This is an optimization exercise on Yosys and OpenROAD, whose aim is small area and a short achievable clock period, not a production implementation. RTL that was checked went through simulation tests only; none was proved equivalent to the original.

==> inputs of run a <==
// csd_mult_bank
module csd_mult_bank (
    input  wire logic        clk,
    input  wire logic        rst_n,
    input  wire logic [15:0] x,
    input  wire logic        x_valid,
    output logic      [31:0] y0,
    output logic      [31:0] y1,
    output logic      [31:0] y2,
    output logic      [31:0] y3,
    output logic             y_valid
);
==> flow/config.mk <==
export PLATFORM = sky130hd
export DESIGN_NAME = csd_mult_bank
export DESIGN_NICKNAME = csd_mult_bank
export VERILOG_FILES = /design/flow/design.v
export SDC_FILE = /design/flow/constraint.sdc
export NUM_CORES = 4
export LEC_CHECK = 0
export CAP_MARGIN = 20
export CORE_MARGIN = 2
export CORE_UTILIZATION = 40
export SLEW_MARGIN = 20
==> flow/constraint.sdc <==
create_clock -name core_clock -period 5.0 [get_ports {clk}]
set_input_delay 1.0000 -clock core_clock [delete_from_list [all_inputs] [get_ports {clk}]]
set_output_delay 1.0000 -clock core_clock [all_outputs]
set_load 0.01 [all_outputs]
run.sh (not shown) runs the stock make flow with config.mk's settings and CLKGATE_MAP_FILE= SYNTH_SCRIPT=/design/flow/synth_recipe.tcl, a recipe that flattens the netlist after the stock synthesis.
==> run b (differences from run a) <==
==> flow/design.v (replaced) <==
`timescale 1ns/1ps
`default_nettype none
module csd_mult_bank (
    input  wire logic        clk,
    input  wire logic        rst_n,
    input  wire logic [15:0] x,
    input  wire logic        x_valid,
    output logic      [31:0] y0,
    output logic      [31:0] y1,
    output logic      [31:0] y2,
    output logic      [31:0] y3,
    output logic             y_valid
);
    logic signed [15:0] x_r;
    always_ff @(posedge clk) begin
        x_r <= x;
    end
    always_ff @(posedge clk) begin
        if (!rst_n) y_valid <= 1'b0;
        else        y_valid <= x_valid;
    end
    assign y0 = 32'(x_r * -835);
    assign y1 = 32'(x_r * -146);
    assign y2 = 32'(x_r * 1221);
    assign y3 = 32'(x_r * 367);
endmodule
`default_nettype wire
==> comparison <==
- Run a finished clean. Run b completed and failed the layout checks on setup timing.
- In run a the core utilization is lower than in run b, by 19 points.
- In run a the fmax is higher than in run b, by 38%.
- Between run a and run b, the lower area after synthesis is in run b (gap 74%, measured against run b).
- In run b the critical path depth is higher than in run a, by 8.
- In run b the via count is smaller than in run a, by about 19%.
- Design area: run a is larger than run b (about 23%).
==> figures <==
item	run b	run a
Worst-case setup slack after placement	-1380 ps	578 ps
Main synth FF type	dfxtp_1	edfxtp_1
Global placement routability congestion	0.932	0.867
Largest area contributor in the netlist	fa_1	edfxtp_1
Average size of a mapped cell	8.76 sq um	11.4 sq um
Total of plain and repair buffers excluding clock buffers	715	191
Hold-critical path depth	1	2
Fill cell instance count of the final layout	2667	5437
Core Footprint	0.0343 sq mm	0.0592 sq mm
Post-CTS clock slew at the launch and capture registers of the worst setup and hold paths	70 ps	60 ps
Final cell count without fillers	2703	3087
Run status	finished with violations	timing/DRC/antenna clean
Reasons for failing layout checks	setup timing	-
Beginning of the worst hold path	x[15]	csd_output_stage_i.y[89]
No functional check of the RTL was part of run b.

========
==> exp/indigo <==
csd_mult_bank, a different RTL version from the one above (not shown whole).
clock: 5.0 ns
lec_check: 0
cap_margin: 20
core_margin: 2
core_utilization: 40
cts_buf_list: sky130_fd_sc_hd__clkbuf_8
setup_slack_margin: 1.8
slew_margin: 20
standard.sh (not shown) runs the stock make flow with config.mk's settings and CLKGATE_MAP_FILE= SYNTH_SCRIPT=/design/flow/synth_recipe.tcl, a recipe that flattens the netlist after the stock synthesis.
==> flow/flow/run.sh <==
#!/bin/bash
# The standard layout, with a small buffer (buf_2) on each port instead of the default
# port buffer cell. Each tool's output goes to its own log in this folder; ORFS keeps its
# per-step logs under orfs/logs.
set -euo pipefail
bash standard.sh 'BUFFER_PORTS_ARGS=-buffer_cell sky130_fd_sc_hd__buf_2' finish > make_finish.log 2>&1
==> exp/willow (differences from exp/indigo) <==
- SETUP_SLACK_MARGIN: 1.8 -> 2.6
- TNS_END_PERCENT: unset -> 0
==> metrics.md <==
| Metric | Value |
|---|---|
| Status | timing/DRC/antenna clean |
| Utilization after layout | 45.26% |
| Post-CTS setup buffers | 0 |
| CP Depth | 9 |
| Min Tclk post-route | 3064 ps |
| Area of the multi-input gates | 0.006959 mm^2 |
| GP Congestion | 0.8861 |
| Largest net degree at the start of global routing | 20 |
| Buffers excl. clock | 146 |
| Non-clk buf share | 6.041% |
| Crit-path max cell delay | 670 ps |
| Number of global-route vias before repair | 8071 |
| Slew margin rel. | 58.96% |
| Vias per cell | 5.256 |
The numbers above come from exp/indigo.

==> metrics.md <==
| Metric | Value |
|---|---|
| Min Tclk post-route | 2778 ps |
| Slew margin rel. | 62.29% |
| Status | timing/DRC/antenna clean |
| Non-clk buf share | 7.830% |
| Number of global-route vias before repair | 8091 |
| Largest net degree at the start of global routing | 19 |
| CP Depth | 8 |
| Vias per cell | 5.185 |
| Buffers excl. clock | 179 |
| Post-CTS setup buffers | 16 |
| Crit-path max cell delay | 550 ps |
| Utilization after layout | 47.35% |
| Area of the multi-input gates | 0.007217 mm^2 |
| GP Congestion | 0.8723 |
The numbers above come from exp/willow.

Function was not checked in any run of this note: the RTL went through the layout flow alone.

========
==> build 78 <==
csd_mult_bank, a different RTL version from the one above (not shown whole).
Settings: LEC_CHECK=0, CAP_MARGIN=20, CORE_MARGIN=2, CORE_UTILIZATION=40, CTS_BUF_LIST=sky130_fd_sc_hd__clkbuf_8, SETUP_SLACK_MARGIN=2.2, SLEW_MARGIN=20, TNS_END_PERCENT=0; clock period 5.0 ns.
==> flow/flow/run.sh <==
#!/bin/bash
# The standard layout, with a small buffer (buf_1) on each port instead of the default
# port buffer cell. Each tool's output goes to its own log in this folder; ORFS keeps its
# per-step logs under orfs/logs.
set -euo pipefail
bash standard.sh 'BUFFER_PORTS_ARGS=-buffer_cell sky130_fd_sc_hd__buf_1' finish > make_finish.log 2>&1
==> trial 88: changes against build 78 <==
==> flow/flow/run.sh (replaced) <==
#!/bin/bash
# The standard layout, with a small buffer (buf_2) on each port instead of the default
# port buffer cell. Each tool's output goes to its own log in this folder; ORFS keeps its
# per-step logs under orfs/logs.
set -euo pipefail
bash standard.sh 'BUFFER_PORTS_ARGS=-buffer_cell sky130_fd_sc_hd__buf_2' finish > make_finish.log 2>&1
- SETUP_SLACK_MARGIN: 2.2 -> 2.4
==> build 82: changes against build 78 <==
==> flow/flow/run.sh (replaced) <==
#!/bin/bash
# The standard layout, with a small buffer (buf_2) on each port instead of the default
# port buffer cell. Each tool's output goes to its own log in this folder; ORFS keeps its
# per-step logs under orfs/logs.
set -euo pipefail
bash standard.sh 'BUFFER_PORTS_ARGS=-buffer_cell sky130_fd_sc_hd__buf_2' finish > make_finish.log 2>&1
- SETUP_SLACK_MARGIN: 2.2 -> 2.0
==> run notes <==
- Area after synthesis is the same in build 82 and build 78.
- In die area, trial 88 and build 78 do not differ.
- Design area, lowest first: build 78, build 82, trial 88.
- Clock-buffer cell count is the same in build 82 and trial 88.
- In synthesized cell count, build 78 and build 82 do not differ.
- Flip-flop and latch count is the same in build 82 and trial 88.
- Non-clock buffer count, lowest first: build 82, build 78, trial 88.
- Of build 78 and trial 88, trial 88 has the higher core utilization (gap 2.8 points).

========
==> ember: inputs <==
Starting RTL as in the previous note.
==> flow/config.mk <==
export PLATFORM = sky130hd
export DESIGN_NAME = csd_mult_bank
export DESIGN_NICKNAME = csd_mult_bank
export VERILOG_FILES = /design/flow/design.v
export SDC_FILE = /design/flow/constraint.sdc
export NUM_CORES = 4
export LEC_CHECK = 0
export CAP_MARGIN = 20
export CORE_MARGIN = 2
export CORE_UTILIZATION = 40
export CTS_BUF_LIST = sky130_fd_sc_hd__clkbuf_8
export SETUP_SLACK_MARGIN = 2.6
export SLEW_MARGIN = 20
export TNS_END_PERCENT = 0
==> flow/constraint.sdc <==
create_clock -name core_clock -period 5.0 [get_ports {clk}]
set_input_delay 1.0000 -clock core_clock [delete_from_list [all_inputs] [get_ports {clk}]]
set_output_delay 1.0000 -clock core_clock [all_outputs]
set_load 0.01 [all_outputs]
==> flow/flow/run.sh <==
#!/bin/bash
# The standard layout, with a small buffer (buf_2) on each port instead of the default
# port buffer cell. Each tool's output goes to its own log in this folder; ORFS keeps its
# per-step logs under orfs/logs.
set -euo pipefail
bash standard.sh 'BUFFER_PORTS_ARGS=-buffer_cell sky130_fd_sc_hd__buf_2' finish > make_finish.log 2>&1
==> nickel (differences from ember) <==
PLACE_DENSITY = 0.8   (was unset)
SETUP_SLACK_MARGIN = 2.4   (was 2.6)
==> run notes <==
- Of nickel and ember, ember has the higher utilization (gap 1.3 points).
- Against ember, the sequential share of layout area of nickel is higher by 0.64 points.
- In ember the non-clock buffer count is higher than in nickel, by 13.
- Between ember and nickel, the lower clock-buffer cell count is in nickel (gap 1).
- Synthesized area is the same in nickel and ember.
==> figures <==
| item | nickel | ember |
|---|---|---|
| First-pass iteration count of the detailed router | 6 | 5 |
| Non-clock buffering overhead in the final layout | 7.38% | 7.81% |
| Startpoint of the most critical register-to-register path | n1[9]$_DFF_P_ | p63[0]$_DFF_P_ |
| Post-route setup slack | 2.30 ns | 2.32 ns |
| Data required time of the critical path | 5.36 ns | 5.33 ns |
| Status | complete, no violations | complete, no violations |
| Fraction of the cycle the final worst path needs | 53.9% | 53.6% |
| Non-clock buffer count | 165 | 178 |
| Worst setup slack before clock tree synthesis | 1.85 ns | 1.83 ns |
| DR iter-0 viols | 772 | 522 |
| End point of the critical path | p2[22]$_DFF_P_ | p3[8]$_DFF_P_ |
| Routed vias/inst | 5.44 | 5.21 |
| Count of cell instances traversed by the critical path | 8 | 14 |

========
==> inputs of v39 <==
csd_mult_bank, a different RTL version from the one above (not shown whole).
export LEC_CHECK = 0
export CAP_MARGIN = 20
export CORE_MARGIN = 2
export CORE_UTILIZATION = 40
export SETUP_SLACK_MARGIN = 2.5
export SLEW_MARGIN = 20
create_clock -name core_clock -period 5.0 [get_ports {clk}]
Scripts as last shown in full above: flow/flow/run.sh
==> v30: changes against v39 <==
- SETUP_SLACK_MARGIN: 2.5 -> 1.5
==> v37: changes against v39 <==
- CORE_UTILIZATION: 40 -> 60
- PLACE_DENSITY: default -> 0.75
- SETUP_SLACK_MARGIN: 2.5 -> 1.5
==> v24: changes against v39 <==
- CTS_BUF_LIST: default -> sky130_fd_sc_hd__clkbuf_8
- SETUP_SLACK_MARGIN: 2.5 -> 2.2
- TNS_END_PERCENT: default -> 0
==> run notes <==
via count of the routed design=6,559; number of violations reported at the end of detailed-routing iteration 0=229; post-layout min period=3.31 ns; critical path class=in -> reg; launching element type of the critical path=input port; leading cell types in the layout, fill and taps excluded=146 x buf_2, 145 x dfxtp_1, 124 x ha_1; delay of the slowest critical-path stage=between 0.4 and 0.5 ns; run status=timing/DRC/antenna clean; vertical extent of the die=around 160 um; clock tree root buffer cell=clkbuf_16
That was v30.
==> run notes <==
crit path launch=n1[6]; clock tree root buffer cell=clkbuf_16; tap cell count=216; number of violations reported at the end of detailed-routing iteration 0=about 300; warning count from the yosys run=1; leading cell types in the layout, fill and taps excluded=146 x buf_2, 145 x dfxtp_1, 124 x ha_1; dominant kind of cell by area=multi-input gates; worst-case setup margin in the final layout=~1.7 ns; clock buffer count in the final layout=19; launching element type of the critical path=register; vertical extent of the die=130 um; cell family with most CP delay=simple AND/OR/NAND/NOR gates; worst reg2reg path depth=11; run status=timing/DRC/antenna clean; post-layout min period=3.32 ns; delay of the slowest critical-path stage=0.56 ns; critical path class=reg -> reg
That was v37.
==> run notes <==
run status=timing/DRC/antenna clean; standard cell area after detailed placement=10,900 sq um; global routing usage on met2=34.0%; pins over their slew limit=0; clock tree root buffer cell=clkbuf_16; via count of the routed design=between 7,000 and 8,000; vertical extent of the die=159 um; post-layout min period=between 2 and 3 ns; core area=~23,000 sq um; via count of the first global-routing pass=7,307; number of DRC violations after detailed routing=0; area of the multi-input gates=7300 sq um; number of hold buffers added after CTS=0; area used by sequential logic in the layout=3100 sq um; critical path class=in -> reg; number of violations reported at the end of detailed-routing iteration 0=234; ys async rst share=0%; delay of the slowest critical-path stage=between 0.3 and 0.4 ns; worst-case headroom to the max-slew limit=57.5%
That was v39.
==> run notes <==
leading cell types in the layout, fill and taps excluded=144 x buf_2, 114 x dfxtp_1, 112 x ha_1; vertical extent of the die=159 um; run status=timing/DRC/antenna clean; mean number of vias per cell=4.77; largest registers in the final layout=p2 (26), p0 (25), p3 (25); Critical Path AT=3.32 ns; number of buffers on the longest clock path=2; launching element type of the critical path=input port; delay of the slowest critical-path stage=0.44 ns; endpoint kind of the worst setup timing path=register; post-layout min period=around 3 ns; worst-path cell with the longest stage delay=a2111o_1; via count of the routed design=between 6,000 and 7,000; end point of the critical path=p5[11]; cell family with most CP delay=adder cells; global routing usage on met2=31.3%; clock buffer count in the final layout=17; number of violations reported at the end of detailed-routing iteration 0=270; share of the core filled with cells=49.8%
That was v24.

========
==> run G <==
RTL: one of the versions met above, not the one the previous note started from.
==> flow/config.mk <==
export PLATFORM = sky130hd
export DESIGN_NAME = csd_mult_bank
export DESIGN_NICKNAME = csd_mult_bank
export VERILOG_FILES = /design/flow/design.v
export SDC_FILE = /design/flow/constraint.sdc
export NUM_CORES = 4
export LEC_CHECK = 0
export CAP_MARGIN = 20
export CORE_MARGIN = 2
export CORE_UTILIZATION = 40
export CTS_BUF_LIST = sky130_fd_sc_hd__clkbuf_8
export CTS_CLUSTER_SIZE = 40
export SETUP_SLACK_MARGIN = 2.4
export SLEW_MARGIN = 20
export TNS_END_PERCENT = 0
==> flow/constraint.sdc <==
create_clock -name core_clock -period 5.0 [get_ports {clk}]
set_input_delay 1.0000 -clock core_clock [delete_from_list [all_inputs] [get_ports {clk}]]
set_output_delay 1.0000 -clock core_clock [all_outputs]
set_load 0.01 [all_outputs]
Scripts as last shown in full above: flow/flow/run.sh
==> inputs of run F, as changes to run G <==
==> flow/flow/run.sh (replaced) <==
#!/bin/bash
# The standard layout, with a small buffer (buf_2) on each port instead of the default
# port buffer cell, and power recovery (downsizing of cells off the critical paths) after
# global routing. Each tool's output goes to its own log in this folder; ORFS keeps its
# per-step logs under orfs/logs.
set -euo pipefail
bash standard.sh 'BUFFER_PORTS_ARGS=-buffer_cell sky130_fd_sc_hd__buf_2' 'RECOVER_POWER=100' finish > make_finish.log 2>&1
Settings changed: CTS_CLUSTER_SIZE 40 to unset.
==> inputs of run C, as changes to run G <==
Settings changed: CTS_CLUSTER_SIZE 40 to unset, SETUP_SLACK_MARGIN 2.4 to 2.5, TNS_END_PERCENT 0 to unset.
==> summary.md <==
| Metric | Value |
|---|---|
| Outcome | `complete, no violations` |
| WL met2 | `13.9 mm` |
# the run above: run C

==> summary.md <==
| Metric | Value |
|---|---|
| Outcome | `complete, no violations` |
| Bufs and invs on worst path | `2` |
| WL met2 | `12.2 mm` |
| Post-synth top area share | `0.285` |
| Met2 usage | `0.314` |
| Critical Path RT | `5.40 ns` |
# the run above: run F

==> summary.md <==
| Metric | Value |
|---|---|
| Setup CP Type | `reg2reg` |
| Outcome | `complete, no violations` |
| WL met2 | `12.2 mm` |
# the run above: run G

## what the ideal ports hide
The results above use ideal ports. As a check the final layouts listed here were re-extracted and re-timed, cells and wires unchanged.
Step 1: set_driving_cell puts a clkbuf_16 on clk and a buf_2 on each other input, an assumption about the parent block.
Step 2, shift: input delay + t, output delay - t, t = (earliest + latest rising clock arrival at the registers) / 2. This alone moves slack from input paths to output paths.
Three values: ideal ports, drivers, drivers and shift; two values: the first two.
| run | t, ns | setup WS [ns] | worst hold slack (ns) | worst register clock-pin slew, ns | worst data-port slew with drivers (ns) |
|---|---|---|---|---|---|
| run a | 0.627 | 0.562 / 0.562 / 0.562 | 0.450 / 0.450 / 0.450 | 0.07 / 0.07 | 0.04 |
| run b | 0.303 | -1.129 / -1.170 / -0.867 | 1.167 / 1.146 / 1.449 | 0.07 / 0.07 | 0.04 |
| exp/indigo | 0.521 | 1.936 / 1.936 / 1.936 | 0.429 / 0.429 / 0.429 | 0.11 / 0.11 | 0.03 |
| exp/willow | 0.509 | 2.222 / 2.222 / 2.222 | 0.417 / 0.417 / 0.417 | 0.11 / 0.11 | 0.03 |
| build 78 | 0.492 | 2.154 / 2.154 / 1.744 | 0.440 / 0.440 / 0.440 | 0.09 / 0.09 | 0.05 |
| trial 88 | 0.512 | 2.337 / 2.337 / 1.919 | 0.416 / 0.416 / 0.416 | 0.10 / 0.10 | 0.03 |
| build 82 | 0.500 | 2.095 / 2.095 / 1.721 | 0.424 / 0.424 / 0.424 | 0.10 / 0.10 | 0.03 |
| ember | 0.502 | 2.319 / 2.319 / 1.953 | 0.418 / 0.418 / 0.418 | 0.09 / 0.09 | 0.04 |
| nickel | 0.499 | 2.304 / 2.304 / 1.929 | 0.417 / 0.417 / 0.417 | 0.09 / 0.09 | 0.04 |
| v39 | 0.465 | 2.092 / 2.086 / 1.621 | 0.367 / 0.367 / 0.367 | 0.07 / 0.07 | 0.06 |
| v30 | 0.470 | 1.686 / 1.709 / 1.239 | 0.365 / 0.365 / 0.365 | 0.07 / 0.07 | 0.03 |
| v37 | 0.478 | 1.675 / 1.675 / 1.239 | 0.354 / 0.354 / 0.354 | 0.06 / 0.06 | 0.03 |
| v24 | 0.512 | 2.055 / 2.057 / 1.545 | 0.369 / 0.369 / 0.369 | 0.11 / 0.11 | 0.06 |
| run G | 0.512 | 2.337 / 2.337 / 1.919 | 0.416 / 0.416 / 0.416 | 0.10 / 0.10 | 0.03 |
| run F | 0.500 | 1.753 / 1.753 / 1.477 | 0.441 / 0.441 / 0.441 | 0.10 / 0.10 | 0.04 |
| run C | 0.497 | 2.331 / 2.331 / 2.090 | 0.407 / 0.407 / 0.407 | 0.11 / 0.11 | 0.05 |
For v24, which loses most, drivers alone change the setup slack by +0.002 ns; drivers and shift together by -0.510 ns.
